What follows belongs to an exercise in optimizing a design on an open flow for small area, a short achievable clock period and few clock cycles; a production flow would make more cautious choices.
Only simulation tests tie the RTL to the original design; equivalence was not proved.
Power is estimated from default activity; no workload was simulated.

## flow/config.mk

```make
export PLATFORM = sky130hd
export DESIGN_NAME = dpu_top
export DESIGN_NICKNAME = dpu_top
export VERILOG_FILES = /design/flow/design.v
export SDC_FILE = /design/flow/constraint.sdc
export NUM_CORES = 4
export LEC_CHECK = 0
export CAP_MARGIN = 20
export CORE_MARGIN = 2
export CORE_UTILIZATION = 50
export CTS_CLUSTER_DIAMETER = 80
export CTS_CLUSTER_SIZE = 28
export SLEW_MARGIN = 20
```

## flow/constraint.sdc

```tcl
create_clock -name core_clock -period 10.0 [get_ports {clk}]
set_input_delay 2.0000 -clock core_clock [delete_from_list [all_inputs] [get_ports {clk}]]
set_output_delay 2.0000 -clock core_clock [all_outputs]
set_load 0.01 [all_outputs]
```

## flow/design.v

```verilog
package dpu_pkg;
    typedef logic [8-1:0] addr_t;
    typedef logic [4-1:0]  dim_t;
    typedef enum logic [2:0] {
        CMD_WRITE     = 3'd0,
        CMD_RUN_LAYER = 3'd1,
        CMD_READ      = 3'd2,
        CMD_SET_LAYER = 3'd3,
        CMD_RUN_ALL   = 3'd4
    } cmd_op_e;
    typedef struct packed {
        cmd_op_e    op;
        addr_t      addr;
        logic [7:0] data;
    } cmd_t;
    typedef enum logic [1:0] {
        LK_NONE,
        LK_MAXPOOL,
        LK_SPLIT
    } layer_kind_e;
    typedef struct packed {
        layer_kind_e kind;
        dim_t        c_in;
        dim_t        c_out;
        dim_t        h_in;
        dim_t        w_in;
        dim_t        h_out;
        dim_t        w_out;
    } layer_desc_t;
    typedef struct packed {
        logic              valid;
        logic              bank;
        logic              we;
        addr_t             addr;
        logic signed [7:0] wdata;
    } fmap_req_t;
    typedef enum logic [1:0] {
        SQ_IDLE,
        SQ_POOL,
        SQ_SPLIT
    } seq_state_e;
    typedef enum logic [2:0] {
        CS_IDLE,
        CS_ACK,
        CS_READ_WAIT,
        CS_RUN,
        CS_FINISH
    } ctrl_state_e;
endpackage
`timescale 1ns/100ps
module dpu_top (
    input  logic          clk,
    input  logic          rst_n,
    input  logic          cmd_valid,
    input  logic [2:0]    cmd_op,
    input  logic [7:0]    cmd_addr,
    input  logic [7:0]    cmd_data,
    output logic          cmd_ready,
    output logic          rsp_valid,
    output logic [7:0]    rsp_data,
    output logic          busy,
    output logic          done,
    output logic [1:0]    current_layer
);
    function automatic sgt(input [7:0] a, input [7:0] b);
        logic [7:0] g, l;
        logic [3:0] g1, l1;
        logic [1:0] g2, l2;
        g = a & ~b;
        l = ~a & b;
        g[7] = ~a[7] & b[7];
        l[7] = a[7] & ~b[7];
        for (int i = 0; i < 4; i++) begin
            g1[i] = g[2*i+1] | (~l[2*i+1] & g[2*i]);
            l1[i] = l[2*i+1] | (~g[2*i+1] & l[2*i]);
        end
        for (int i = 0; i < 2; i++) begin
            g2[i] = g1[2*i+1] | (~l1[2*i+1] & g1[2*i]);
            l2[i] = l1[2*i+1] | (~g1[2*i+1] & l1[2*i]);
        end
        sgt = g2[1] | (~l2[1] & g2[0]);
    endfunction
    function automatic [7:0] smax(input [7:0] a, input [7:0] b);
        smax = sgt(a, b) ? a : b;
    endfunction
    function automatic [2:0] pick4(input [7:0] a, input [7:0] b, input [7:0] c, input [7:0] d);
        logic ab, cd, ac, ad, bc, bd;
        ab = sgt(a, b);
        cd = sgt(c, d);
        ac = sgt(a, c);
        ad = sgt(a, d);
        bc = sgt(b, c);
        bd = sgt(b, d);
        pick4 = {ab ? (cd ? ac : ad) : (cd ? bc : bd), ab, cd};
    endfunction
    function automatic [7:0] sel4(input [2:0] p, input [7:0] a, input [7:0] b, input [7:0] c, input [7:0] d);
        sel4 = p[2] ? (p[1] ? a : b) : (p[0] ? c : d);
    endfunction
    localparam logic [1:0] EM_L1AB = 2'd0;
    localparam logic [1:0] EM_L2AB = 2'd1;
    localparam logic [1:0] EM_L0BA = 2'd2;
    localparam logic [1:0] EM_L2BA = 2'd3;
    localparam logic [1:0] ES_INIT = 2'd0;
    localparam logic [1:0] ES_RD   = 2'd1;
    localparam logic [1:0] ES_WAIT = 2'd2;
    localparam logic [1:0] ES_WR   = 2'd3;
    function automatic [7:0] eng_sa(input [1:0] mode, input [4:0] o, input [1:0] m);
        case (mode)
            EM_L1AB: eng_sa = {3'b001, o};
            EM_L0BA: eng_sa = {2'b00, o[3:2], m[1], o[1:0], m[0]};
            default: eng_sa = {3'b000, o[2], o[1], m[1], o[0], m[0]};
        endcase
    endfunction
    logic [3:0] h;
    wire  [3:0] hn = h + 4'd1;
    wire        h6 = (h[2:0] == 3'd6);
    wire        h7 = (h[2:0] == 3'd7);
    always_ff @(posedge clk or negedge rst_n) begin
        if (!rst_n) h <= 4'd8;
        else        h <= hn;
    end
    logic [2047:0] ra;    
    logic [511:0]  rb;    
    logic       c_valid;        
    logic       c_isrd;
    logic [7:0] c_addr;         
    logic [7:0] c_data;
    logic       r_b;            
    logic       rdy_run;        
    logic       rdy_c;          
    logic       cur_bank;
    logic       st_wait, st_fast, st_copy, st_eng, st_nop;
    logic       k_fast, k_copy, k_eng, k_nop;    
    logic       rt_all;
    logic [1:0] e_mode;
    logic       cp_on;          
    logic [4:0] e_o;
    logic [1:0] e_m;
    logic [1:0] e_st;
    logic       e_rv;
    logic       e_first;
    logic [7:0] acc;
    wire rdy_i     = rdy_run & rdy_c;
    wire acc_cmd   = cmd_valid & rdy_i;
    wire in_wr     = (cmd_op == 3'd0);
    wire in_rd     = (cmd_op == 3'd2);
    wire in_set    = (cmd_op == 3'd3);
    wire in_all    = (cmd_op == 3'd4);
    wire in_run    = (cmd_op == 3'd1) | in_all;
    wire c_al      = (c_addr[2:0] == h[2:0]);
    wire c_wr_ok   = c_al & ((c_addr[7:5] == 3'd0) ? ~cp_on : (c_addr[3] == h[3]));
    wire c_rd_ok   = r_b | c_al;
    logic       c_wr_go, c_rd_go;
    logic [15:0] hw0;           
    logic [1:0]  hw8;           
    wire c_comp    = c_wr_go | c_rd_go;
    wire host_wr   = c_wr_go;
    wire host_rd   = c_rd_go;
    wire e_srca    = (e_mode == EM_L1AB) | (e_mode == EM_L2AB);
    wire e_last_m  = (e_mode == EM_L1AB) | (e_m == 2'd3);
    wire e_last_o  = (e_mode == EM_L1AB) ? (e_o == 5'd31) :
                     (e_mode == EM_L0BA) ? (e_o == 5'd15) : (e_o == 5'd7);
    wire e_rd_ok   = r_b | c_al;
    wire e_wr_ok   = e_srca | c_al;
    wire e_rd      = st_eng & (e_st == ES_RD) & e_rd_ok;
    wire e_wr      = st_eng & (e_st == ES_WR) & e_wr_ok;
    wire e_wr_a    = e_wr & ~e_srca;
    wire e_wr_b    = e_wr & e_srca;
    wire eng_fin   = e_wr & e_last_o;
    wire [7:0] rd_a0 = ra[{c_addr[7:4], 4'd0} * 8 +: 8];
    wire [7:0] rd_a8 = ra[{c_addr[7:4], 4'd8} * 8 +: 8];
    wire [7:0] rd_a  = (c_addr[3] ^ h[3]) ? rd_a8 : rd_a0;
    wire [7:0] rd_b  = rb[c_addr[5:0] * 8 +: 8];
    always_ff @(posedge clk) begin
        rsp_data <= r_b ? rd_b : rd_a;
    end
    logic kin_fast, kin_copy, kin_eng, kin_nop;
    logic [1:0] mode_in;
    always_comb begin
        kin_fast = in_all;
        kin_copy = 1'b0;
        kin_eng  = 1'b0;
        kin_nop  = 1'b0;
        mode_in  = EM_L1AB;
        if (!in_all) begin
            case (current_layer)
                2'd0: begin kin_eng = cur_bank; kin_fast = ~cur_bank; mode_in = EM_L0BA; end
                2'd1: begin kin_copy = cur_bank; kin_eng = ~cur_bank; mode_in = EM_L1AB; end
                2'd2: begin kin_eng = 1'b1; mode_in = cur_bank ? EM_L2BA : EM_L2AB; end
                default: kin_nop = 1'b1;
            endcase
        end
    end
    wire run_acc   = acc_cmd & in_run;
    wire kn_align  = run_acc ? (kin_fast | kin_copy) : (k_fast | k_copy);
    wire cp_busy_n = (cp_on & ~h7) | (st_fast & rt_all & h7);
    wire go_n      = ~cp_busy_n & (~kn_align | (hn[2:0] == 3'd0));
    wire start_w   = st_wait & go_n;
    wire st_wait_n = run_acc ? ~go_n : (st_wait & ~go_n);
    wire st_fast_n = run_acc ? (go_n & kin_fast) : ((start_w & k_fast) | (st_fast & ~h7));
    wire st_copy_n = run_acc ? (go_n & kin_copy) : ((start_w & k_copy) | (st_copy & ~h7));
    wire st_eng_n  = run_acc ? (go_n & kin_eng)  : ((start_w & k_eng)  | (st_eng & ~eng_fin));
    wire st_nop_n  = run_acc ? (go_n & kin_nop)  : (start_w & k_nop);
    wire done_d    = ((st_fast | st_copy) & h6) | eng_fin | st_nop;
    wire run_n     = st_wait_n | st_fast_n | st_copy_n | st_eng_n | st_nop_n;
    wire cp_on_n   = cp_busy_n | st_copy_n;
    wire       cur_bank_n = (acc_cmd & in_all) ? 1'b1 : (run_acc ? ~cur_bank : cur_bank);
    wire [1:0] mode_n     = run_acc ? mode_in : e_mode;
    wire       r_b_n      = st_eng_n ? ((mode_n == EM_L0BA) | (mode_n == EM_L2BA)) : cur_bank_n;
    wire       n_from_in  = acc_cmd & (in_wr | in_rd);
    wire       n_from_old = ~rdy_i & c_valid & ~c_comp;
    wire [7:0] n_addr     = n_from_in ? cmd_addr : c_addr;
    wire       n_isrd     = n_from_in ? in_rd : c_isrd;
    wire       n_valid    = n_from_in | n_from_old;
    wire       n_al       = (n_addr[2:0] == hn[2:0]);
    wire       n_wal      = n_al & ((n_addr[7:5] == 3'd0) ? ~cp_on_n : (n_addr[3] == hn[3]));
    wire       n_comp     = n_isrd ? (cur_bank | n_al) : n_wal;
    wire       run_hold   = (st_wait | ((st_fast | st_copy) & ~h7) | (st_eng & ~eng_fin)) & ~done_d;
    wire       in_al      = (cmd_addr[2:0] == hn[2:0]);
    wire       new_ok     = in_wr ? (in_al & ((cmd_addr[7:5] == 3'd0) ? ~cp_on_n : (cmd_addr[3] == hn[3]))) :
                            in_rd ? (cur_bank | in_al) : 1'b1;
    wire       old_al     = (c_addr[2:0] == hn[2:0]);
    wire       old_ok     = c_isrd ? (cur_bank | old_al)
                                   : (old_al & ((c_addr[7:5] == 3'd0) ? ~cp_on_n : (c_addr[3] == hn[3])));
    wire       hold_free  = rdy_i | ~c_valid | c_comp | old_ok;
    wire       run_blk_d  = run_hold | (acc_cmd & in_run);
    wire       cfree_d    = acc_cmd ? new_ok : hold_free;
    wire       n_wr_go    = n_valid & ~n_isrd & n_wal;
    wire       n_rd_go    = n_valid & n_isrd & (cur_bank | n_al);
    always_ff @(posedge clk or negedge rst_n) begin
        if (!rst_n) begin
            cmd_ready     <= 1'b0;
            rdy_run       <= 1'b0;
            rdy_c         <= 1'b0;
            rsp_valid     <= 1'b0;
            c_wr_go       <= 1'b0;
            c_rd_go       <= 1'b0;
            hw0           <= 16'd0;
            hw8           <= 2'd0;
            busy          <= 1'b0;
            done          <= 1'b0;
            current_layer <= 2'd0;
            cur_bank      <= 1'b0;
            r_b           <= 1'b0;
            c_valid       <= 1'b0;
            st_wait       <= 1'b0;
            st_fast       <= 1'b0;
            st_copy       <= 1'b0;
            st_eng        <= 1'b0;
            st_nop        <= 1'b0;
            k_fast        <= 1'b0;
            k_copy        <= 1'b0;
            k_eng         <= 1'b0;
            k_nop         <= 1'b0;
            rt_all        <= 1'b0;
            e_mode        <= EM_L1AB;
            cp_on         <= 1'b0;
            e_o           <= 5'd0;
            e_m           <= 2'd0;
            e_st          <= ES_INIT;
            e_rv          <= 1'b0;
            e_first       <= 1'b0;
        end else begin
            cmd_ready <= ~run_blk_d & cfree_d;
            rdy_run   <= ~run_blk_d;
            rdy_c     <= cfree_d;
            rsp_valid <= host_rd;
            c_wr_go   <= n_wr_go;
            c_rd_go   <= n_rd_go;
            for (int i = 0; i < 16; i++) hw0[i] <= n_wr_go & (n_addr[7:4] == i) & (n_addr[3] == hn[3]);
            for (int i = 0; i < 2; i++)  hw8[i] <= n_wr_go & (n_addr[7:4] == i) & (n_addr[3] != hn[3]);
            busy      <= run_n & ~done_d;
            done      <= done_d;
            st_wait   <= st_wait_n;
            st_fast   <= st_fast_n;
            st_copy   <= st_copy_n;
            st_eng    <= st_eng_n;
            st_nop    <= st_nop_n;
            cp_on     <= cp_on_n;
            cur_bank  <= cur_bank_n;
            r_b       <= r_b_n;
            if (rdy_i) c_valid <= cmd_valid & (in_wr | in_rd);
            else       c_valid <= c_valid & ~c_comp;
            if (acc_cmd & in_set) current_layer <= cmd_data[1:0];
            if (acc_cmd & in_all) current_layer <= 2'd2;
            if (run_acc) begin
                k_fast <= kin_fast;
                k_copy <= kin_copy;
                k_eng  <= kin_eng;
                k_nop  <= kin_nop;
                rt_all <= in_all;
                e_mode <= mode_in;
            end
            if (!st_eng) begin
                e_o     <= 5'd0;
                e_m     <= 2'd0;
                e_st    <= ES_INIT;
                e_rv    <= 1'b0;
            end else begin
                e_rv <= 1'b0;
                case (e_st)
                    ES_INIT: e_st <= ES_RD;
                    ES_RD: if (e_rd_ok) begin
                        e_rv    <= 1'b1;
                        e_first <= (e_m == 2'd0);
                        if (e_last_m) begin
                            e_m  <= 2'd0;
                            e_st <= ES_WAIT;
                        end else begin
                            e_m <= e_m + 2'd1;
                        end
                    end
                    ES_WAIT: e_st <= ES_WR;
                    default: if (e_wr_ok) begin
                        e_o  <= e_o + 5'd1;
                        e_st <= ES_RD;
                    end
                endcase
            end
        end
    end
    always_ff @(posedge clk) begin
        if (rdy_i) begin
            c_isrd <= in_rd;
            c_addr <= cmd_addr;
            c_data <= cmd_data;
        end else if (st_eng) begin
            case (e_st)
                ES_INIT: c_addr <= eng_sa(e_mode, e_o, e_m);
                ES_RD:   if (e_rd_ok) c_addr <= e_last_m ? {3'b000, e_o} : eng_sa(e_mode, e_o, e_m + 2'd1);
                ES_WR:   if (e_wr_ok) c_addr <= eng_sa(e_mode, e_o + 5'd1, 2'd0);
                default: ;
            endcase
        end
        if (e_rv) acc <= e_first ? rsp_data : smax(acc, rsp_data);
    end
    wire [7:0] wa_addr = c_addr;
    wire [7:0] wa_data = st_eng ? acc : c_data;
    genvar r, k;
    generate
        for (r = 0; r < 16; r++) begin : g_ring
            wire ins0   = hw0[r] | ((r == 0) & e_wr_a & (wa_addr[3] == h[3]));
            wire ins8   = (r < 2) & (hw8[r % 2] | ((r == 0) & e_wr_a & (wa_addr[3] != h[3])));
            logic [7:0] d0, d8;
            if (r < 2) begin : g_cp
                wire [7:0] lo = rb[(32 + 16*r + h[2:0]) * 8 +: 8];
                wire [7:0] hi = rb[(40 + 16*r + h[2:0]) * 8 +: 8];
                assign d0 = cp_on ? (h[3] ? hi : lo) : (ins0 ? wa_data : ra[(16*r + 0) * 8 +: 8]);
                assign d8 = cp_on ? (h[3] ? lo : hi) : (ins8 ? wa_data : ra[(16*r + 8) * 8 +: 8]);
            end else begin : g_nocp
                assign d0 = ins0 ? wa_data : ra[(16*r + 0) * 8 +: 8];
                assign d8 = ra[(16*r + 8) * 8 +: 8];
            end
            for (k = 0; k < 16; k++) begin : g_pos
                if (k == 15) begin : g_in0
                    always_ff @(posedge clk) ra[(16*r + k) * 8 +: 8] <= d0;
                end else if (k == 7) begin : g_in8
                    always_ff @(posedge clk) ra[(16*r + k) * 8 +: 8] <= d8;
                end else begin : g_sh
                    always_ff @(posedge clk) ra[(16*r + k) * 8 +: 8] <= ra[(16*r + k + 1) * 8 +: 8];
                end
            end
        end
    endgenerate
    wire fast_on = st_fast;
    logic [127:0] uo;
    logic [127:0] mx;
    logic [47:0]  pk_u;    
    logic [23:0]  pk_p;    
    generate
        for (r = 0; r < 16; r++) begin : g_unit
            always_ff @(posedge clk) begin
                pk_u[r*3 +: 3] <= pick4(ra[(16*r + 1) * 8 +: 8], ra[(16*r + 2) * 8 +: 8],
                                        ra[(16*r + 9) * 8 +: 8], ra[(16*r + 10) * 8 +: 8]);
            end
            assign mx[r*8 +: 8] = sel4(pk_u[r*3 +: 3], ra[(16*r + 0) * 8 +: 8], ra[(16*r + 1) * 8 +: 8],
                                           ra[(16*r + 8) * 8 +: 8], ra[(16*r + 9) * 8 +: 8]);
            if (r < 8) begin : g_byp
                assign uo[r*8 +: 8] = st_eng ? acc : mx[r*8 +: 8];
            end else begin : g_nobyp
                assign uo[r*8 +: 8] = mx[r*8 +: 8];
            end
        end
    endgenerate
    logic [63:0] p2;
    generate
        for (r = 0; r < 8; r++) begin : g_p2
            localparam int BASE = 32 + 16 * (r / 4) + 8 * ((r / 2) % 2) + 2 * (r % 2);
            localparam int RING = 8 + 4 * (r / 4) + 2 * ((r / 2) % 2);
            always_ff @(posedge clk) begin
                pk_p[r*3 +: 3] <= pick4(rb[(BASE + 0) * 8 +: 8], mx[RING * 8 +: 8],
                                        rb[(BASE + 4) * 8 +: 8], mx[(RING + 1) * 8 +: 8]);
            end
            assign p2[r*8 +: 8] = sel4(pk_p[r*3 +: 3], rb[(BASE + 0) * 8 +: 8], rb[(BASE + 1) * 8 +: 8],
                                           rb[(BASE + 4) * 8 +: 8], rb[(BASE + 5) * 8 +: 8]);
        end
    endgenerate
    genvar b;
    generate
        for (b = 0; b < 64; b++) begin : g_b
            wire en_fast = fast_on & ~h[0] & (h[2:1] == b % 4) & ~(rt_all & (b < 8));
            wire en_p2   = fast_on & rt_all & (b < 8) & (h[1:0] == 2'b11) & (h[2] == b % 2);
            wire en_eng  = e_wr_b & (c_addr[5:0] == b);
            wire [7:0] d = ((b < 8) & rt_all) ? p2[(b % 8) * 8 +: 8] : uo[(b / 4) * 8 +: 8];
            always_ff @(posedge clk) begin
                if (en_fast | en_p2 | en_eng) rb[b * 8 +: 8] <= d;
            end
        end
    endgenerate
endmodule
```

## flow/flow/run.sh

```bash
#!/bin/bash
set -euo pipefail
export SETUP_SLACK_MARGIN=6.7
bash standard.sh synth > synth.log 2>&1
bash standard.sh > layout.log 2>&1
```

## flow/standard.sh

```bash
#!/bin/bash
# synth_recipe.tcl (not shown) runs the flow's synth.tcl, then flattens the netlist and writes it again
# the make line also repeats each setting of config.mk as NAME=value (left out here)
make -C /OpenROAD-flow-scripts/flow DESIGN_CONFIG=/design/flow/config.mk WORK_HOME=/design/flow/orfs CLKGATE_MAP_FILE= SYNTH_SCRIPT=/design/flow/synth_recipe.tcl "${@:-finish}"
```

==> results of run 1 <==
## layout make-up
| class | instances | area [um2] |
|---|---|---|
| Multi-Input combinational cell | 3709 | 31400 |
| Clock buffer | 158 | 3750 |
| Fill cell | 15600 | 84100 |
| Clock inverter | 68 | 826 |
| Inverter | 511 | 1940 |
| Timing Repair Buffer | 218 | 1940 |
| Tap cell | 2495 | 3120 |
| Sequential cell | 2724 | 60400 |
| Antenna cell | 9 | 22.5 |
## state kept, by name, summed over array words and instances (netlist names), 4 cells and up
| name | count |
|---|---|
| acc | 8 |
| c_addr | 8 |
| c_data | 8 |
| e_o | 5 |
| h | 4 |
| hw0 | 16 |
| pk_p | 24 |
| pk_u | 48 |
| ra | 2048 |
| rb | 512 |
| rsp_data | 8 |
## path summary, 6_finish.rpt
path,from,to,cells after the start
setup / recovery,busy$_DFF_PN0_,busy,1
hold / removal,ra[949]$_DFF_P_,ra[941]$_DFF_P_,0
setup reg to reg,pk_u[36]$_DFF_P_,pk_p[17]$_DFF_P_,11
hold reg to reg,ra[949]$_DFF_P_,ra[941]$_DFF_P_,0
max in group asynchronous,rst_n,h[0]$_DFF_PN0_,2
min in group asynchronous,rst_n,current_layer[1]$_DFFE_PN0P_,2
## cell families after synthesis
kind of cell	after synthesis	share of synthesized area
and+or+nand+nor	957	0.0471
muxes	743	0.122
AOI/OAI and AO/OA	1412	0.0946
adders and majority gates	572	0.0621
DFF	2724	0.639
buffers and inverters	812	0.0332
xor gates and xnor gates	25	0.00232
## through the flow
step	total power, mW	instances	area [um2]
after floorplan	15.3	7245	94300
after global placement	17.1	9554	97200
after detailed placement	17.1	9554	97200
after CTS	23.8	9838	103000
after global routing	24.5	9885	103000
final	23.7	9892	103000
## what timing repair did
| action | 4_1_cts | 5_1_grt |
|---|---|---|
| pin swaps | 21 | 27 |
| gates cloned | 0 | 2 |
| resized for setup | 284 | 142 |
| setup endpoints to repair | 615 | 336 |
| endpoints found under the hold margin | 0 | 0 |
| buffers inserted | 58 | 43 |
## where the power goes
| part | switching [mW] | internal [mW] | total, mW |
|---|---|---|---|
| clock network | 3.72 | 2.87 | 6.59 |
| registers | 0.609 | 11.9 | 12.6 |
| logic | 2.73 | 1.86 | 4.59 |
## cell usage in the layout, fill, tap and decap left out, drive strengths merged, types with 34 or more instances in the layout
cell,Yosys,layout
nor2b,126,126
dfxtp,2128,2128
o211ai,34,34
nand3,40,40
nand2b,71,71
mux2i,332,332
edfxtp,537,537
o22ai,112,112
mux4,312,312
clkbuf,226,162
a211oi,109,109
dfrtp,58,58
a21o,89,89
o21ai,323,323
inv,508,542
mux2,99,99
buf,74,198
a21oi,420,420
nand2,270,270
a221oi,55,55
maj3,560,560
nor2,337,337
## per-layer routing
metal / vias to the layer above / GRT usage / wire, um / part of all wire
met1: 28700 / 0.366 / 114000 / 0.44
li1: 26200 / - / - / -
met4: 6 / 0.103 / 11200 / 0.044
met3: 378 / 0.0374 / 15200 / 0.060
met2: 1865 / 0.406 / 115000 / 0.45
met5: - / 0 / 40 / 0.00016
==> metrics.csv, run 1 <==
metric,value,unit
wl,255000,um
leakagePower,37.4,nW
setup_slack,6.56,ns
final_core_util,0.551,
first_pass_iters,5,
avgSynthCellArea,13.0,um2
synthTopCellsByCount,"dfxtp_1, edfxtp_1, inv_1, maj3_1, a21oi_1",
cts_buffers,138,
rows,159,
synth-seq-cells,2724,
syn-num-nets,7279,
yosys-top-cells-area,"dfxtp_1, edfxtp_1, mux4_2",
ys_types,90,
final_antenna_net_count,0,
post-place-ws,5.02,ns
clk_latency,0.84,ns
drc,0,
die_w,438,um
layout.nets,7336,
antenna_found_initial,22,
clk_pin_slew_worst_paths,0.10,ns
cts_buffer_depth,3,
ioPinCount,36,
grt_max_degree,136,
ys_async_sr_fraction,0.0217,
initial_core_util,0.502,
port_buffers,35,
slew_viol_final,0,
wl_per_cell,25.8,um
layout_min_cycle_time,3.44,ns
cpPeakStageDelay,0.45,ns
die_y,438,um
synth_top_area_share,0.452,
totalNegativeSetupSlack,0,ns
ctsHoldBuffers,0,
max_slew_margin,0.223,
first_iter_violations,6103,
synth_edf_count,537,
hpwlAfterDp,185000,um
grt_overflow,0,
ys_seq_area_frac,0.639,
grt_pass1_vias,54500,
yosysTopAreaCell,dfxtp_1,
crit_chain,buf_2,
syn-instance-count,7245,
worstSetupPathType,reg -> out,
min_period_over_period,0.344,
core_area,188000,um2
skew,0.0451,ns
min_path_type,reg -> reg,
cts_sinks,2724,
timing.hold.ws,0.306,ns
cts_tree,done,
area_growth,9.79,%
syn_area,94200,um2
htree_levels,4,
max_freq,0.291,GHz
grt_first_pass_wirelength,368000,um
vdd_drop_max,331,uV
max_cap_violations,0,
worstPathArrival,1.44,ns
drive_gt1_frac,0.158,
path_delay_family,flip-flops,
synth_ff_type,dfxtp_1,
start_kind,flop,
ff2ff_setup_slack,6.65,ns
cp_max_fo,1,
synthMostInstantiatedCell,dfxtp_1,
setup_viol,0,
worst_setup_path_end_kind,output pin,
outcome,finished clean,
dieArea,192000,um2
tightest_slew,1.17,ns
track_usage,0.260,
power_density,229,nW/um2
slowest_stage,dfrtp_1,
finalHoldViolCount,0,
required,8.00,ns
via_per_inst,5.77,
rsz0062_at_grt,yes,
gp_congestion,0.910,
root_buffer,clkbuf_16,
ys_warn_count,1,
vias,57100,
crit_buf_inv,1,
Testbench counts, summed over its fixed seeds: cycles 8,776.
==> inputs of run 2 (changes only) <==
--- a/flow/config.mk
+++ b/flow/config.mk
@@ -8,5 +8,5 @@
 export CAP_MARGIN = 20
 export CORE_MARGIN = 2
-export CORE_UTILIZATION = 50
+export CORE_UTILIZATION = 60
 export CTS_CLUSTER_DIAMETER = 80
 export CTS_CLUSTER_SIZE = 28
==> run 2 against run 1 <==
Still clean on timing, DRC and antenna. Utilization rose by 11 points. Register-to-register slack got worse by 0.05 ns. Die area decreased by 17%. Maximum frequency up 1.2%. Synthesized cell count stayed put. Synthesized area unchanged. Design area is 0.89% lower. Cell count down 4.8%. Power down 1.7%. Sequential share of layout area rose by 0.53 points.
==> metrics.csv, run 2 <==
metric,value,unit
met3_length,17800,um
drive_gt1_frac,0.157,
final_antenna_net_count,0,
slew_viol_final,0,
layout.nets,7323,
synth_ff_type,dfxtp_1,
final_common_cell,dfxtp_1,
fillers,11600,
largest_register_ffs,2048,
m1WireLength,105000,um
ctsHoldBuffers,0,
max_freq,0.294,GHz
syn_area,94200,um2
power_density,228,nW/um2
clk_latency,0.81,ns
reg_top3,"ra (2048), rb (512), pk_u (48)",
cts_buffers,130,
ys_types,90,
synthTopCellsByCount,"dfxtp_1, edfxtp_1, inv_1, maj3_1, a21oi_1",
grt_pass1_vias,54400,
cts_buffer_depth,3,
track_usage,0.299,
die_w,400,um
ys_seq_area_frac,0.639,
vdd_drop_max,214,uV
synth_top_area_share,0.452,
max_cap_violations,0,
fin_area,103000,um2
yosys-top-cells-area,"dfxtp_1, edfxtp_1, mux4_2",
first_iter_violations,5879,
grt_max_degree,138,
finalHoldViolCount,0,
synth_edf_count,537,
clk_pin_slew_worst_paths,0.10,ns
grt_overflow,0,
skew,0.0262,ns
outcome,finished clean,
wl_met2,111000,um
tightest_slew,1.11,ns
dieArea,160000,um2
max_slew_margin,0.261,
ioPinCount,36,
layout_common_cells,"dfxtp_1, edfxtp_1, inv_1",
leakagePower,37.2,nW
root_buffer,clkbuf_16,
avgSynthCellArea,13.0,um2
synthMostInstantiatedCell,dfxtp_1,
syn-num-nets,7279,
cts_tree,done,
hpwlAfterDp,174000,um
worstPathArrival,3.83,ns
first_pass_iters,9,
wl_per_cell,25.8,um
required,10.43,ns
rows,145,
gp_congestion,0.925,
syn-instance-count,7245,
totalNegativeSetupSlack,0,ns
core_area,156000,um2
initial_core_util,0.604,
min_path_type,reg -> reg,
via_per_inst,6.04,
vias,56900,
htree_levels,4,
setup_viol,0,
wl,243000,um
cts_sinks,2724,
rsz0062_at_grt,yes,
layout_min_cycle_time,3.40,ns
p_total,23.3,mW
yosysTopAreaCell,dfxtp_1,
area_growth,8.81,%
die_y,400,um
place_area,96700,um2
drc,0,
grt_first_pass_wirelength,357000,um
ys_async_sr_fraction,0.0217,
regMostFlops,ra,
synth-seq-cells,2724,
worst_setup_path_end_kind,flop,
port_buffers,35,
antenna_found_initial,2,
cp_max_fo,16,
min_period_over_period,0.340,
start_kind,flop,
routed.top_layer,met5,
worstSetupPathType,reg -> reg,
ys_warn_count,1,
run 2: what timing repair did:
item,4_1_cts,5_1_grt
gates cloned,1,0
setup buffers,45,50
endpoints found under the hold margin,0,0
setup endpoints to repair,388,151
resized for setup,269,157
pin swaps,24,39
run 2: layout make-up:
cell class / count / area, um2 / share of cell area
Antenna cell: 3 / 7.51 / 0.0000732
Clock buffer: 151 / 3500 / 0.0341
Clock inverter: 53 / 764 / 0.00746
Inverter: 511 / 1940 / 0.0189
Multi-Input combinational cell: 3709 / 31500 / 0.307
Sequential cell: 2724 / 60400 / 0.589
Tap cell: 2058 / 2570 / 0.0251
Timing Repair Buffer: 213 / 1810 / 0.0176
run 2: path summary, 6_finish.rpt:
| check | cells after the start | to | slack, ns | startpoint |
|---|---|---|---|---|
| hold reg to reg | 0 | ra[344]$_DFF_P_ | 0.32 | ra[352]$_DFF_P_ |
| setup reg to reg | 4 | rb[250]$_DFFE_PP_ | 6.60 | e_st[0]$_DFFE_PN0P_ |
| max in group asynchronous | 1 | st_eng$_DFF_PN0_ | 8.12 | rst_n |
| min in group asynchronous | 1 | hw0[11]$_DFF_PN0_ | 1.27 | rst_n |
| setup / recovery | 4 | rb[250]$_DFFE_PP_ | 6.60 | e_st[0]$_DFFE_PN0P_ |
| hold / removal | 0 | ra[344]$_DFF_P_ | 0.32 | ra[352]$_DFF_P_ |
run 2: metal layers:
layer | vias to the layer above | track usage
met2 | 2068 | 0.469
met1 | 28300 | 0.421
met3 | 406 | 0.0519
met4 | 2 | 0.110
li1 | 26100 | -
met5 | - | 0
run 2: cell families (layout without fill, tap and decap cells):
group,count (synthesis),count (layout),synth area share
adder cells (fa/ha/maj),572,572,0.0621
AO/OA/AOI/OAI,1412,1412,0.0946
buffers and inverters,812,928,0.0332
flip-flops,2724,2724,0.639
AND/OR/NAND/NOR,957,957,0.0471
multiplexers,743,743,0.122
XOR/XNOR,25,25,0.00232
other,0,3,0
run 2: critical path: stages, from the launching register on:
cell and delay (ns):
dfrtp_1 0.44, ha_1 0.43, and3_1 0.63, nand2_1 0.54, o21ai_1 0.97
run 2: where the power goes:
part	internal [mW]	switching [mW]	leakage [nW]
clock	2.76	3.55	2.08
sequential	11.9	0.597	22.8
combinational	1.83	2.66	12.3
total	16.5	6.80	37.2
run 2: metrics by stage:
| stage | setup slack [ns] | instances | hold WS (ns) | util |
|---|---|---|---|---|
| global placement | 5.16 | 9119 | 0.310 | 0.619 |
| floorplan | 6.03 | 7245 | 0.310 | - |
| CTS | 6.57 | 9369 | 0.309 | 0.652 |
| finish | 6.60 | 9422 | 0.318 | 0.657 |
| global route | 6.50 | 9419 | 0.314 | 0.657 |
| detailed placement | 5.15 | 9119 | 0.312 | 0.620 |
==> inputs of run 3 (changes only) <==
--- a/flow/design.v
+++ b/flow/design.v
@@ -141,4 +141,6 @@
     logic       e_first;
     logic [7:0] acc;
+    logic [7:0] erd;            
+    logic [3:0] lay_oh;         
     wire rdy_i     = rdy_run & rdy_c;
     wire acc_cmd   = cmd_valid & rdy_i;
@@ -174,4 +176,5 @@
     always_ff @(posedge clk) begin
         rsp_data <= r_b ? rd_b : rd_a;
+        if (e_rd) erd <= r_b ? rd_b : rd_a;
     end
     logic kin_fast, kin_copy, kin_eng, kin_nop;
@@ -184,10 +187,8 @@
         mode_in  = EM_L1AB;
         if (!in_all) begin
-            case (current_layer)
-                2'd0: begin kin_eng = cur_bank; kin_fast = ~cur_bank; mode_in = EM_L0BA; end
-                2'd1: begin kin_copy = cur_bank; kin_eng = ~cur_bank; mode_in = EM_L1AB; end
-                2'd2: begin kin_eng = 1'b1; mode_in = cur_bank ? EM_L2BA : EM_L2AB; end
-                default: kin_nop = 1'b1;
-            endcase
+            if (lay_oh[0]) begin kin_eng = cur_bank; kin_fast = ~cur_bank; mode_in = EM_L0BA; end
+            if (lay_oh[1]) begin kin_copy = cur_bank; kin_eng = ~cur_bank; mode_in = EM_L1AB; end
+            if (lay_oh[2]) begin kin_eng = 1'b1; mode_in = cur_bank ? EM_L2BA : EM_L2AB; end
+            if (lay_oh[3]) kin_nop = 1'b1;
         end
     end
@@ -241,4 +242,5 @@
             done          <= 1'b0;
             current_layer <= 2'd0;
+            lay_oh        <= 4'b0001;
             cur_bank      <= 1'b0;
             r_b           <= 1'b0;
@@ -284,4 +286,6 @@
             if (acc_cmd & in_set) current_layer <= cmd_data[1:0];
             if (acc_cmd & in_all) current_layer <= 2'd2;
+            if (acc_cmd & in_set) lay_oh <= 4'b0001 << cmd_data[1:0];
+            if (acc_cmd & in_all) lay_oh <= 4'b0100;
             if (run_acc) begin
                 k_fast <= kin_fast;
@@ -333,5 +337,5 @@
             endcase
         end
-        if (e_rv) acc <= e_first ? rsp_data : smax(acc, rsp_data);
+        if (e_rv) acc <= e_first ? erd : smax(acc, erd);
     end
     wire [7:0] wa_addr = c_addr;
--- a/flow/config.mk
+++ b/flow/config.mk
@@ -8,5 +8,5 @@
 export CAP_MARGIN = 20
 export CORE_MARGIN = 2
-export CORE_UTILIZATION = 60
+export CORE_UTILIZATION = 50
 export CTS_CLUSTER_DIAMETER = 80
 export CTS_CLUSTER_SIZE = 28
==> run 3 against run 2 <==
Clock power is 3.3% higher. Design area is 1.2% higher. Via count is 1.0% higher. Power is 2.2% higher. Cell count is 5.7% higher. Flip-flop and latch count is 12 higher. Hold slack worse by 0.0024 ns. Die area is 20% higher. Synthesized area is 0.25% higher. Critical endpoint is now done.
==> metrics.csv, run 3 <==
metric,value,unit
regArea,60800,um2
yosysTopAreaCell,dfxtp_1,
synth_xor_area_frac,0.00204,
switching_share,0.297,
cts_tree,done,
yosys.area_share.simple,0.0495,
max_cap_violations,0,
power.internal,16.8,mW
rows,159,
reg_top3,"ra (2048), rb (512), pk_u (48)",
fin_area,104000,um2
tightest_slew,1.14,ns
ctsHoldBuffers,0,
slowest_stage,dfrtp_1,
hpwlAfterDp,186000,um
max_freq,0.295,GHz
clk_pin_slew_worst_paths,0.10,ns
setup_slack,6.61,ns
power_density,230,nW/um2
min_period_over_period,0.339,
required,8.00,ns
fin_cells,9958,
core_area,188000,um2
min_path_type,reg -> reg,
syn_area,94500,um2
p_total,23.8,mW
setup_viol,0,
synth_ff_type,dfxtp_1,
ys_types,87,
via_per_inst,5.77,
timing.hold.ws,0.315,ns
layout_common_cells,"dfxtp_1, edfxtp_1, inv_1",
root_buffer,clkbuf_16,
cp_max_fo,1,
path_delay_family,flip-flops,
final_common_cell,dfxtp_1,
layout.nets,7404,
vdd_drop_max,209,uV
synth-compound-area-share,0.0971,
drc,0,
antenna_found_initial,20,
final_antenna_net_count,0,
die_y,439,um
ioPinCount,36,
area_growth,9.87,%
grt_max_degree,138,
largest_register_ffs,2048,
worst_setup_path_end_kind,output pin,
htree_levels,4,
final_core_util,0.553,
crit_buf_inv,1,
cpPeakStageDelay,0.42,ns
cts_buffers,135,
yosys-top-cells-area,"dfxtp_1, edfxtp_1, mux4_2",
synthTopCellsByCount,"dfxtp_1, edfxtp_1, inv_1, maj3_1, a21oi_1",
skew,0.0446,ns
layout_min_cycle_time,3.39,ns
synth-seq-cells,2736,
slew_viol_final,0,
worstSetupPathType,reg -> out,
synth_top_area_share,0.451,
outcome,finished clean,
worstPathArrival,1.39,ns
combPwrFrac,0.200,
drive_gt1_frac,0.150,
regMostFlops,ra,
post-place-ws,5.20,ns
ys_async_sr_fraction,0.0230,
wl,254000,um
synthAdderAreaFrac,0.0586,
die_w,439,um
cts_sinks,2736,
ys_warn_count,1,
first_iter_violations,6246,
synth_edf_count,545,
syn-instance-count,7320,
max_slew_margin,0.243,
start_kind,flop,
dieArea,192000,um2
place_area,97600,um2
leakagePower,37.8,nW
multi_input_area,31500,um2
placed_cells,9628,
grt_pass1_vias,53900,
grt_first_pass_wirelength,367000,um
avgSynthCellArea,12.9,um2
synthMuxAreaShare,0.119,
totalNegativeSetupSlack,0,ns
track_usage,0.259,
syn-num-nets,7354,
cts_buffer_depth,3,
initial_core_util,0.503,
rsz0062_at_grt,yes,
p_clk_frac,0.273,
grt_overflow,0,
clk_latency,0.84,ns
port_buffers,35,
gp_congestion,0.979,
fillers,15600,
synthMostInstantiatedCell,dfxtp_1,
pwr-share-seq,0.527,
vias,57500,
wl_per_cell,25.5,um
power_switching,7.07,mW
ys_seq_area_frac,0.641,
finalHoldViolCount,0,
crit_chain,buf_2,
first_pass_iters,6,
synth_top_family_by_area,multiplexers,
[run 3: layout make-up]
cell class,count,share of cell area
Antenna cell,17,0.000410
Inverter,512,0.0188
Tap cell,2495,0.0301
Multi-Input combinational cell,3766,0.304
Sequential cell,2736,0.585
Timing Repair Buffer,219,0.0187
Clock buffer,165,0.0361
Clock inverter,48,0.00687
[run 3: logic make-up (layout without fill, tap and decap cells)]
kind of cell / after synthesis / after routing
DFF: 2736 / 2736
AOI/OAI and AO/OA: 1458 / 1458
and+or+nand+nor: 1023 / 1023
buffers and inverters: 818 / 944
muxes: 719 / 719
adders and majority gates: 544 / 544
xor gates and xnor gates: 22 / 22
other: 0 / 17
[run 3: worst paths after layout]
path | start | endpoint | slack [ns] | cells after the start
max | done$_DFF_PN0_ | done | 6.61 | 1
min | ra[439]$_DFF_P_ | ra[431]$_DFF_P_ | 0.32 | 0
max reg2reg | e_st[0]$_DFFE_PN0P_ | rb[164]$_DFFE_PP_ | 6.65 | 6
min reg2reg | ra[439]$_DFF_P_ | ra[431]$_DFF_P_ | 0.32 | 0
max in group asynchronous | rst_n | h[0]$_DFF_PN0_ | 8.03 | 1
min in group asynchronous | rst_n | hw8[1]$_DFF_PN0_ | 1.29 | 1
[run 3: timing repair]
| action | 4_1_cts | 5_1_grt |
|---|---|---|
| cloned | 1 | 2 |
| hold endpoints to repair | 0 | 0 |
| buffers inserted | 42 | 55 |
| setup endpoints to repair | 430 | 326 |
| resized for setup | 249 | 164 |
| pin swaps | 13 | 38 |
[run 3: metal layers]
| layer | share of wire | up-vias | track usage | routed length, um |
|---|---|---|---|---|
| met1 | 0.45 | 28600 | 0.377 | 115000 |
| met4 | 0.040 | 4 | 0.0968 | 10200 |
| li1 | - | 26400 | - | - |
| met3 | 0.065 | 369 | 0.0352 | 16500 |
| met2 | 0.44 | 2118 | 0.394 | 113000 |
| met5 | 0.00010 | - | 0 | 26 |
[run 3: power groups by stage]
stage	Sequential [mW]	Combinational, mW	Clock, mW
6_report	12.6	4.76	6.51
5_1_grt	12.6	4.97	7.04
4_1_cts	12.6	4.60	6.65
3_5_place_dp	12.8	4.48	0
3_3_place_gp	12.8	4.42	0
2_1_floorplan	12.4	2.93	0
Testbench counts of run 3, summed over its fixed seeds: cycles 8,776.
==> inputs of run 4 (changes only) <==
--- a/flow/config.mk
+++ b/flow/config.mk
@@ -8,5 +8,5 @@
 export CAP_MARGIN = 20
 export CORE_MARGIN = 2
-export CORE_UTILIZATION = 50
+export CORE_UTILIZATION = 60
 export CTS_CLUSTER_DIAMETER = 80
 export CTS_CLUSTER_SIZE = 28
==> run 4 against run 3 <==
Still clean on timing, DRC and antenna. Critical path depth unchanged. Synthesized cell count unchanged. Design area is 1.1% lower. Sequential share of layout area increased by 0.62 points. Die area shrank 17%. Critical endpoint is now cmd_ready. Flip-flop and latch count unchanged. Hold slack lost 0.0027 ns. Maximum frequency decreased by 1.1%. Global-route usage rose by 4.8 points. First-iteration DRC count grew 5.0%.
==> metrics.csv, run 4 <==
metric,value,unit
yosysTopAreaCell,dfxtp_1,
endpoint,cmd_ready,
slew_viol_final,0,
cp_max_fo,1,
tightest_slew,1.19,ns
synth_ff_type,dfxtp_1,
grt_pass1_vias,54600,
crit_cells,1,
cp-startpoint,cmd_ready$_DFF_PN0_,
core_area,156000,um2
ys_warn_count,1,
leakagePower,37.5,nW
regMostFlops,ra,
synth_xor_area_frac,0.00204,
synthMostInstantiatedCell,dfxtp_1,
power_density,230,nW/um2
dieArea,161000,um2
min_period_over_period,0.343,
final_common_cell,dfxtp_1,
synth_edf_count,545,
wl_per_cell,26.5,um
vdd_drop_max,208,uV
synth_top_family_by_area,multiplexers,
layout.nets,7375,
max_slew_margin,0.205,
track_usage,0.307,
skew,0.0464,ns
ioPinCount,36,
area_growth,8.70,%
ys_seq_area_frac,0.641,
slowest_stage,dfrtp_2,
r2r-start,e_st[0]$_DFFE_PN0P_,
reg2reg_depth,6,
routed.top_layer,met5,
drive_gt1_frac,0.145,
cts_buffer_depth,3,
max_cap_violations,0,
synthTopCellsByCount,"dfxtp_1, edfxtp_1, inv_1, maj3_1, a21oi_1",
outcome,finished clean,
grt_overflow,0,
switching_share,0.301,
root_buffer,clkbuf_16,
setup_slack,6.57,ns
start_kind,flop,
path_delay_family,flip-flops,
pwr-share-seq,0.531,
synthMuxAreaShare,0.119,
ys_types,87,
power.internal,16.5,mW
synthAdderAreaFrac,0.0586,
ff2ff_setup_slack,6.76,ns
clk_pin_slew_worst_paths,0.10,ns
clk_latency,0.83,ns
cpPeakStageDelay,0.47,ns
antenna_found_initial,20,
finalHoldViolCount,0,
m1WireLength,112000,um
p_total,23.6,mW
ctsHoldBuffers,0,
first_iter_violations,6561,
r2r_end,rb[471]$_DFFE_PP_,
die_w,401,um
synth-compound-area-share,0.0971,
rsz0062_at_grt,yes,
yosys.area_share.simple,0.0495,
initial_core_util,0.605,
first_pass_iters,6,
setup_viol,0,
gp_congestion,0.959,
port_buffers,35,
die_y,401,um
p_clk_frac,0.263,
synth-seq-cells,2736,
crit_buf_inv,1,
wl_met2,109000,um
hpwlAfterDp,182000,um
totalNegativeSetupSlack,0,ns
wl,252000,um
crit_chain,buf_6,
vias,58000,
max_freq,0.292,GHz
worstPathArrival,1.43,ns
largest_register_ffs,2048,
syn-instance-count,7320,
ys_async_sr_fraction,0.0230,
layout_common_cells,"dfxtp_1, edfxtp_1, inv_1",
combPwrFrac,0.205,
rows,145,
synth_top_area_share,0.451,
reg_top3,"ra (2048), rb (512), pk_u (48)",
drc,0,
syn_area,94500,um2
min_path_type,reg -> reg,
cts_tree,done,
met3_length,22100,um
worstSetupPathType,reg -> out,
grt_max_degree,138,
required,8.00,ns
htree_levels,4,
cts_buffers,132,
syn-num-nets,7354,
fillers,11600,
power_switching,7.11,mW
via_per_inst,6.12,
worst_setup_path_end_kind,output pin,
yosys-top-cells-area,"dfxtp_1, edfxtp_1, mux4_2",
post-place-ws,5.04,ns
avgSynthCellArea,12.9,um2
cts_sinks,2736,
grt_first_pass_wirelength,365000,um
layout_min_cycle_time,3.43,ns
final_antenna_net_count,0,
run 4: power by group through the flow:
stage	sequential, mW	clock (mW)	combinational (mW)
finish	12.5	6.22	4.85
global route	12.6	6.71	5.04
CTS	12.5	6.33	4.64
detailed placement	12.8	0	4.52
global placement	12.8	0	4.46
floorplan	12.4	0	2.93
run 4: layer usage:
layer,GRT usage,vias to the layer above
li1,-,26300
met1,0.457,28900
met2,0.454,2427
met3,0.0582,375
met4,0.0984,14
met5,0,-
run 4: final cells by class:
class	instances	area, um2	area share
Tap cell	2058	2570	0.0251
Inverter	512	1940	0.0189
Multi-Input combinational cell	3767	31500	0.307
Clock inverter	56	719	0.00701
Clock buffer	151	3420	0.0333
Antenna cell	3	7.51	0.0000731
Sequential cell	2736	60800	0.592
Timing Repair Buffer	192	1750	0.0171
run 4: kinds of logic after synthesis:
| family | Yosys count |
|---|---|
| flip-flops | 2736 |
| AND/OR/NAND/NOR | 1023 |
| adder cells (fa/ha/maj) | 544 |
| XOR/XNOR | 22 |
| AO/OA/AOI/OAI | 1458 |
| multiplexers | 719 |
| buffers and inverters | 818 |
run 4: worst min path at each step:
stage | startpoint | end | slack [ns] | depth (start not counted)
floorplan | ra[1008]$_DFF_P_ | ra[1000]$_DFF_P_ | 0.31 | 0
global route | ra[1958]$_DFF_P_ | ra[1950]$_DFF_P_ | 0.32 | 0
detailed placement | ra[1823]$_DFF_P_ | ra[1815]$_DFF_P_ | 0.31 | 0
CTS | ra[2022]$_DFF_P_ | ra[2014]$_DFF_P_ | 0.31 | 0
global placement | ra[1515]$_DFF_P_ | ra[1507]$_DFF_P_ | 0.31 | 0
finish | ra[2022]$_DFF_P_ | ra[2014]$_DFF_P_ | 0.31 | 0
run 4: stage by stage:
step | hold slack (ns) | std cells | cell area (um2) | util
2_1_floorplan | 0.310 | 7320 | 94600 | -
3_3_place_gp | 0.309 | 9183 | 97000 | 0.621
3_5_place_dp | 0.312 | 9184 | 97000 | 0.621
4_1_cts | 0.314 | 9420 | 102000 | 0.651
5_1_grt | 0.316 | 9473 | 103000 | 0.657
6_report | 0.312 | 9475 | 103000 | 0.657
run 4: repair_timing:
| item | CTS | global route |
|---|---|---|
| setup buffers | 27 | 48 |
| pin swaps | 10 | 22 |
| gates resized for setup | 238 | 176 |
| cloned | 2 | 4 |
| setup endpoints to repair | 354 | 473 |
| endpoints found under the hold margin | 0 | 0 |

-- afterwards: timing with drivers on the ports --
How much do the figures lean on ideal ports? The routed layouts below were timed once more, with nothing changed but the port constraints. Step 1 sets driving cells, clkbuf_16 on the clock port and buf_2 on the other inputs (assumed; they add their load-dependent delay and slew). Step 2 adds t to the input delays and takes it off the output delays; t is the mean of the earliest and latest rising clock arrival at the registers after step 1. Input paths then give back, and output paths get back, about the clock's delay inside the block. Three values: ideal, step 1, step 2; two values: the first two.
| run | t, ns | slack for setup (ns) | worst setup path at the end | worst register clock-pin slew, ns | cell pins on the clock port's net |
|---|---|---|---|---|---|
| run 1 | 0.904 | 6.558 / 6.474 / 5.781 | input to register | 0.11 / 0.11 | 1 |
| run 2 | 0.890 | 6.600 / 6.527 / 5.756 | input to register | 0.11 / 0.11 | 1 |
| run 3 | 0.907 | 6.610 / 6.522 / 5.839 | input to register | 0.11 / 0.11 | 1 |
| run 4 | 0.898 | 6.573 / 6.482 / 5.813 | input to register | 0.11 / 0.11 | 1 |
After both steps setup and hold are still met in every run listed. For run 2, which loses most, drivers alone change the setup slack by -0.073 ns; drivers and shift together by -0.844 ns.
